From an optimization exercise on the open Yosys and OpenROAD flow, aimed at small area and a short achievable clock period; shortcuts taken in it are not production practice.
In this exercise RTL edits were held to simulation tests only and were not proved equivalent to the original.
The clock port is modelled as an ideal driver, which makes a skipped or thinned clock tree look cheaper than it is; a real chip needs a root buffer or a tree.

## job 8112
Design dtsWorker, start of the top module:
module dtsWorker #(
	parameter logic [31:0] SEED = 32'h2545f491,  
	parameter int BLOCK_THRESH = 64,   
	parameter int SET_THRESH = 256     
) (
	input wire logic clk,
	input wire logic reset,
	input wire logic anotherOne,
	output logic [39:0] natRuler,
	output logic done
);
Settings: LEC_CHECK=0, ABC_AREA=1, CAP_MARGIN=20, CORE_MARGIN=2, CORE_UTILIZATION=40, PLACE_DENSITY=0.6, SLEW_MARGIN=20; clock period 24.0 ns.
standard.sh (not shown) runs the stock make flow with config.mk's settings and CLKGATE_MAP_FILE= SYNTH_SCRIPT=/design/flow/synth_recipe.tcl, a recipe that flattens the netlist after the stock synthesis.
==> flow/flow/run.sh <==
#!/bin/bash
# The standard layout with these changes:
# - the port buffers are buf_2 instead of the flow's default pick (a slow
#   delay buffer); every port still gets a buffer;
# - the clock tree is built by hand in two short levels: the clock port feeds
#   four clkbuf_16, which feed twelve clkbuf_8, each at the centre of the
#   flip-flops it drives (manual_cts.tcl, sourced before the CTS step, which
#   then skips TritonCTS);
# - timing repair keeps a setup margin so that it also works on the few paths
#   that set the achieved period.
# The constraints and the clock period are the standard flow's.
set -euo pipefail
export BUFFER_PORTS_ARGS="-buffer_cell sky130_fd_sc_hd__buf_2"
export PRE_CTS_TCL="$(pwd)/flow/manual_cts.tcl"
export SETUP_SLACK_MARGIN=18.38
bash standard.sh > standard_flow.log 2>&1
Other scripts of this flow, unchanged in this note and not shown: flow/flow/manual_cts.tcl
#### Input delta (job 9023 over job 8112)
--- a/flow/flow/run.sh
+++ b/flow/flow/run.sh
@@ -13,4 +13,4 @@
 export BUFFER_PORTS_ARGS="-buffer_cell sky130_fd_sc_hd__buf_2"
 export PRE_CTS_TCL="$(pwd)/flow/manual_cts.tcl"
-export SETUP_SLACK_MARGIN=18.38
+export SETUP_SLACK_MARGIN=18.35
 bash standard.sh > standard_flow.log 2>&1
## What came out
From job 8112 to job 9023 the numbers moved as follows: minimum period implied by the final worst setup slack increased 0.025 ns. [job 9023] area of all placed cells without fillers fell 120 µm² relative to job 8112. Relative to job 8112, utilization has decreased by 0.58 points in job 9023. All of job 9023 and job 8112 finish clean. When job 9023 is set beside job 8112, its worst setup slack turns out to be 0.025 ns smaller.
The following lists how job 9546 was set up differently from job 9023:
--- a/flow/flow/run.sh
+++ b/flow/flow/run.sh
@@ -13,4 +13,4 @@
 export BUFFER_PORTS_ARGS="-buffer_cell sky130_fd_sc_hd__buf_2"
 export PRE_CTS_TCL="$(pwd)/flow/manual_cts.tcl"
-export SETUP_SLACK_MARGIN=18.35
+export SETUP_SLACK_MARGIN=18.3
 bash standard.sh > standard_flow.log 2>&1
Results
Row storage element area: job 9546 lower / job 9023 higher. Job 9546 against job 9023: worst setup slack went up, register share of the cell area did not really move. As far as total count of max-transition violations in the final report goes, job 9546 and job 9023 are indistinguishable; the numbers are identical.
In every run of this note, the design's own scripts or RTL, not TritonCTS, make the clock network.


run 1:
Another version of the RTL of dtsWorker (not shown whole).
For scale: roughly 1100 cells after synthesis, ~150 flip-flops, about 44 I/O pins.
## dtsWorker
module dtsWorker #(
	parameter logic [31:0] SEED = 32'h2545f491,  
	parameter int BLOCK_THRESH = 64,   
	parameter int SET_THRESH = 256     
) (
	input wire logic clk,
	input wire logic reset,
	input wire logic anotherOne,
	output logic [39:0] natRuler,
	output logic done
);
	function automatic logic [31:0] xsBack(input logic [31:0] y);
		logic [31:0] x;
		x = y;
		for (int i = 0; i < 7; i++) x = y ^ (x << 5);
		y = x;
		for (int i = 0; i < 2; i++) x = y ^ (x >> 17);
		y = x;
		for (int i = 0; i < 3; i++) x = y ^ (x << 13);
		xsBack = x;
	endfunction
	localparam logic [31:0] SEED_NEXT = xsBack(xsBack(xsBack(xsBack(xsBack(SEED)))));
	logic resetQ, newSet, clearBlock, keepBlock, accept, store, fits;
	logic [31:0] xs;
	logic [31:0] xsNext;
	logic [7:0] fold, foldQ;
	logic [4:0] res, resQ;  
	logic [19:1] nat, cum, store0, dists, markBit;
	always_comb begin
		xsNext = xs ^ (xs << 13);
		xsNext = xsNext ^ (xsNext >> 17);
		xsNext = xsNext ^ (xsNext << 5);
	end
	always_ff @(posedge clk) begin
		xs <= resetQ ? SEED_NEXT : xsNext;
		foldQ <= fold;
		resQ <= res;
	end
	markFold markFold_i (.x(xs), .y(fold));
	markTable markTable_i (.y(foldQ), .r(res));
	candidateEval candidateEval_i (
		.res(resQ), .nat(nat), .cum(cum), .dists(dists), .markBit(markBit), .fits(fits)
	);
	searchCtrl #(.BLOCK_THRESH(BLOCK_THRESH), .SET_THRESH(SET_THRESH)) searchCtrl_i (
		.clk(clk), .reset(reset), .anotherOne(anotherOne), .fits(fits),
		.resetQ(resetQ), .newSet(newSet), .clearBlock(clearBlock), .keepBlock(keepBlock),
		.accept(accept), .store(store), .done(done)
	);
	dtsState dtsState_i (
		.clk(clk), .clearSet(newSet), .clearBlock(clearBlock), .accept(accept),
		.keepBlock(keepBlock), .store(store), .dists(dists), .markBit(markBit),
		.nat(nat), .cum(cum), .store0(store0)
	);
	assign natRuler = {nat, 1'b1, store0, 1'b1};
endmodule
export LEC_CHECK = 0
export ABC_AREA = 1
export CAP_MARGIN = 20
export CORE_MARGIN = 2
export CORE_UTILIZATION = 40
export PLACE_DENSITY = 0.6
export SLEW_MARGIN = 20
create_clock -name core_clock -period 24.0 [get_ports {clk}]
==> flow/flow/run.sh <==
#!/bin/bash
# The standard layout with these changes:
# - the port buffers are buf_2 instead of the flow's default pick (a slow
#   delay buffer); every port still gets a buffer;
# - the clock tree is built by hand in two short levels: the clock port feeds
#   four clkbuf_8, which feed twelve clkbuf_8, each at the centre of the
#   flip-flops it drives (manual_cts.tcl, sourced before the CTS step, which
#   then skips TritonCTS);
# - timing repair keeps a setup margin so that it also works on the few paths
#   that set the achieved period.
# The constraints and the clock period are the standard flow's.
set -euo pipefail
export BUFFER_PORTS_ARGS="-buffer_cell sky130_fd_sc_hd__buf_2"
export PRE_CTS_TCL="$(pwd)/flow/manual_cts.tcl"
export SETUP_SLACK_MARGIN=18.35
bash standard.sh > standard_flow.log 2>&1
==> flow/flow/manual_cts.tcl <==
# Clock distribution in two short levels, built by hand before the CTS step.
# The flip-flops are split by position into NLEAF balanced groups; each group
# gets a leaf clkbuf_8 at its centre. The leaves are split into NTOP balanced
# groups; each gets a clkbuf_8 at its centre, fed straight from the clock
# port (which so drives NTOP cell pins). TritonCTS is then not run for this
# design: clock_tree_synthesis becomes a no-op, and the rest of the CTS step
# (legalisation, timing repair) runs as usual.

set nleaf 12
set ntop 4

# balanced k-means: pts is a list of {x y}; returns {assignment centres}
proc balanced_kmeans {pts k} {
  set n [llength $pts]
  set order [lsort -integer -indices [lmap p $pts {expr {[lindex $p 0] + [lindex $p 1]}}]]
  set cent {}
  for {set i 0} {$i < $k} {incr i} {
    lappend cent [lindex $pts [lindex $order [expr {int(($i + 0.5) * $n / $k)}]]]
  }
  set cap [expr {($n + $k - 1) / $k}]
  for {set iter 0} {$iter < 30} {incr iter} {
    # nearest centre first, at most cap points per centre
    set pairs {}
    set i 0
    foreach p $pts {
      for {set c 0} {$c < $k} {incr c} {
        set q [lindex $cent $c]
        lappend pairs [list [expr {abs([lindex $p 0] - [lindex $q 0]) + abs([lindex $p 1] - [lindex $q 1])}] $i $c]
      }
      incr i
    }
    set asg [lrepeat $n -1]
    set fill [lrepeat $k 0]
    foreach pr [lsort -real -index 0 $pairs] {
      lassign $pr d i c
      if {[lindex $asg $i] < 0 && [lindex $fill $c] < $cap} {
        lset asg $i $c
        lset fill $c [expr {[lindex $fill $c] + 1}]
      }
    }
    set cent {}
    for {set c 0} {$c < $k} {incr c} {
      set sx 0; set sy 0; set cnt 0
      foreach p $pts a $asg {
        if {$a == $c} { set sx [expr {$sx + [lindex $p 0]}]; set sy [expr {$sy + [lindex $p 1]}]; incr cnt }
      }
      lappend cent [list [expr {$sx / max($cnt, 1)}] [expr {$sy / max($cnt, 1)}]]
    }
  }
  return [list $asg $cent]
}

proc place_clock_buffer {block master name x y inNet} {
  set inst [odb::dbInst_create $block $master $name]
  set net [odb::dbNet_create $block "${name}_net"]
  $net setSigType CLOCK
  [$inst findITerm A] connect $inNet
  [$inst findITerm X] connect $net
  $inst setLocation [expr {int($x)}] [expr {int($y)}]
  $inst setPlacementStatus PLACED
  return $net
}

set block [ord::get_db_block]
set db [ord::get_db]
set clkNet [$block findNet clk]
set leafMaster [$db findMaster sky130_fd_sc_hd__clkbuf_8]
set topMaster [$db findMaster sky130_fd_sc_hd__clkbuf_8]

set sinks [$clkNet getITerms]
set pts {}
foreach it $sinks {
  set b [[$it getInst] getBBox]
  lappend pts [list [expr {([$b xMin] + [$b xMax]) / 2}] [expr {([$b yMin] + [$b yMax]) / 2}]]
}
lassign [balanced_kmeans $pts $nleaf] leafAsg leafCent
lassign [balanced_kmeans $leafCent $ntop] topAsg topCent

foreach it $sinks { $it disconnect }
for {set t 0} {$t < $ntop} {incr t} {
  set c [lindex $topCent $t]
  set topNet [place_clock_buffer $block $topMaster "clkbuf_top_$t" [lindex $c 0] [lindex $c 1] $clkNet]
  for {set l 0} {$l < $nleaf} {incr l} {
    if {[lindex $topAsg $l] != $t} continue
    set c [lindex $leafCent $l]
    set leafNet [place_clock_buffer $block $leafMaster "clkbuf_leaf_$l" [lindex $c 0] [lindex $c 1] $topNet]
    set cnt 0
    foreach it $sinks a $leafAsg {
      if {$a == $l} { $it connect $leafNet; incr cnt }
    }
    puts "clock leaf $l under top $t drives $cnt flip-flops"
  }
}

proc clock_tree_synthesis {args} {
  puts "clock_tree_synthesis skipped: the clock buffers were placed by manual_cts.tcl"
}
### run 1 -> run 2
-- flow/flow/run.sh --
<<< run 1, line 6
#   four clkbuf_8, which feed twelve clkbuf_8, each at the centre of the
>>> run 2, line 6
#   four clkbuf_16, which feed twelve clkbuf_8, each at the centre of the
<<< run 1, line 15
export SETUP_SLACK_MARGIN=18.35
>>> run 2, line 15
export SETUP_SLACK_MARGIN=18.42
-- flow/flow/manual_cts.tcl --
<<< run 1, line 4
# groups; each gets a clkbuf_8 at its centre, fed straight from the clock
>>> run 2, line 4
# groups; each gets a clkbuf_16 at its centre, fed straight from the clock
<<< run 1, line 68
set topMaster [$db findMaster sky130_fd_sc_hd__clkbuf_8]
>>> run 2, line 68
set topMaster [$db findMaster sky130_fd_sc_hd__clkbuf_16]
- Run 2 leaves more setup margin than run 1.
- | global-route wire length before repair | run 2 vs run 1 | ≈ equal |
In every run of this note, the design's own scripts or RTL, not TritonCTS, make the clock network.

static timing again, ports no longer ideal:
Ports are ideal in the flow. The routed layouts listed here were re-timed in OpenROAD.
Step 1 assumes that a clkbuf_16 drives the clock port and a buf_2 every other input.
Step 2 moves the port delays by t, midway between the first and last clock arrival at a register: inputs arrive t later, outputs are due t later. That takes back most of the time a late clock gives input paths.
a / b / c = no drivers / after step 1 / after step 2; a / b = the first two.
| run | t (ns) | setup WS [ns] | worst data-port slew with drivers (ns) |
|---|---|---|---|
| job 8112 | 0.370 | 18.377 / 18.285 / 18.588 | 0.03 |
| job 9023 | 0.369 | 18.352 / 18.261 / 18.588 | 0.03 |
| job 9546 | 0.369 | 18.356 / 18.265 / 18.588 | 0.03 |
| run 1 | 0.370 | 18.329 / 18.255 / 18.585 | 0.03 |
| run 2 | 0.370 | 18.383 / 18.292 / 18.588 | 0.03 |
After both steps every run listed still meets setup and hold.
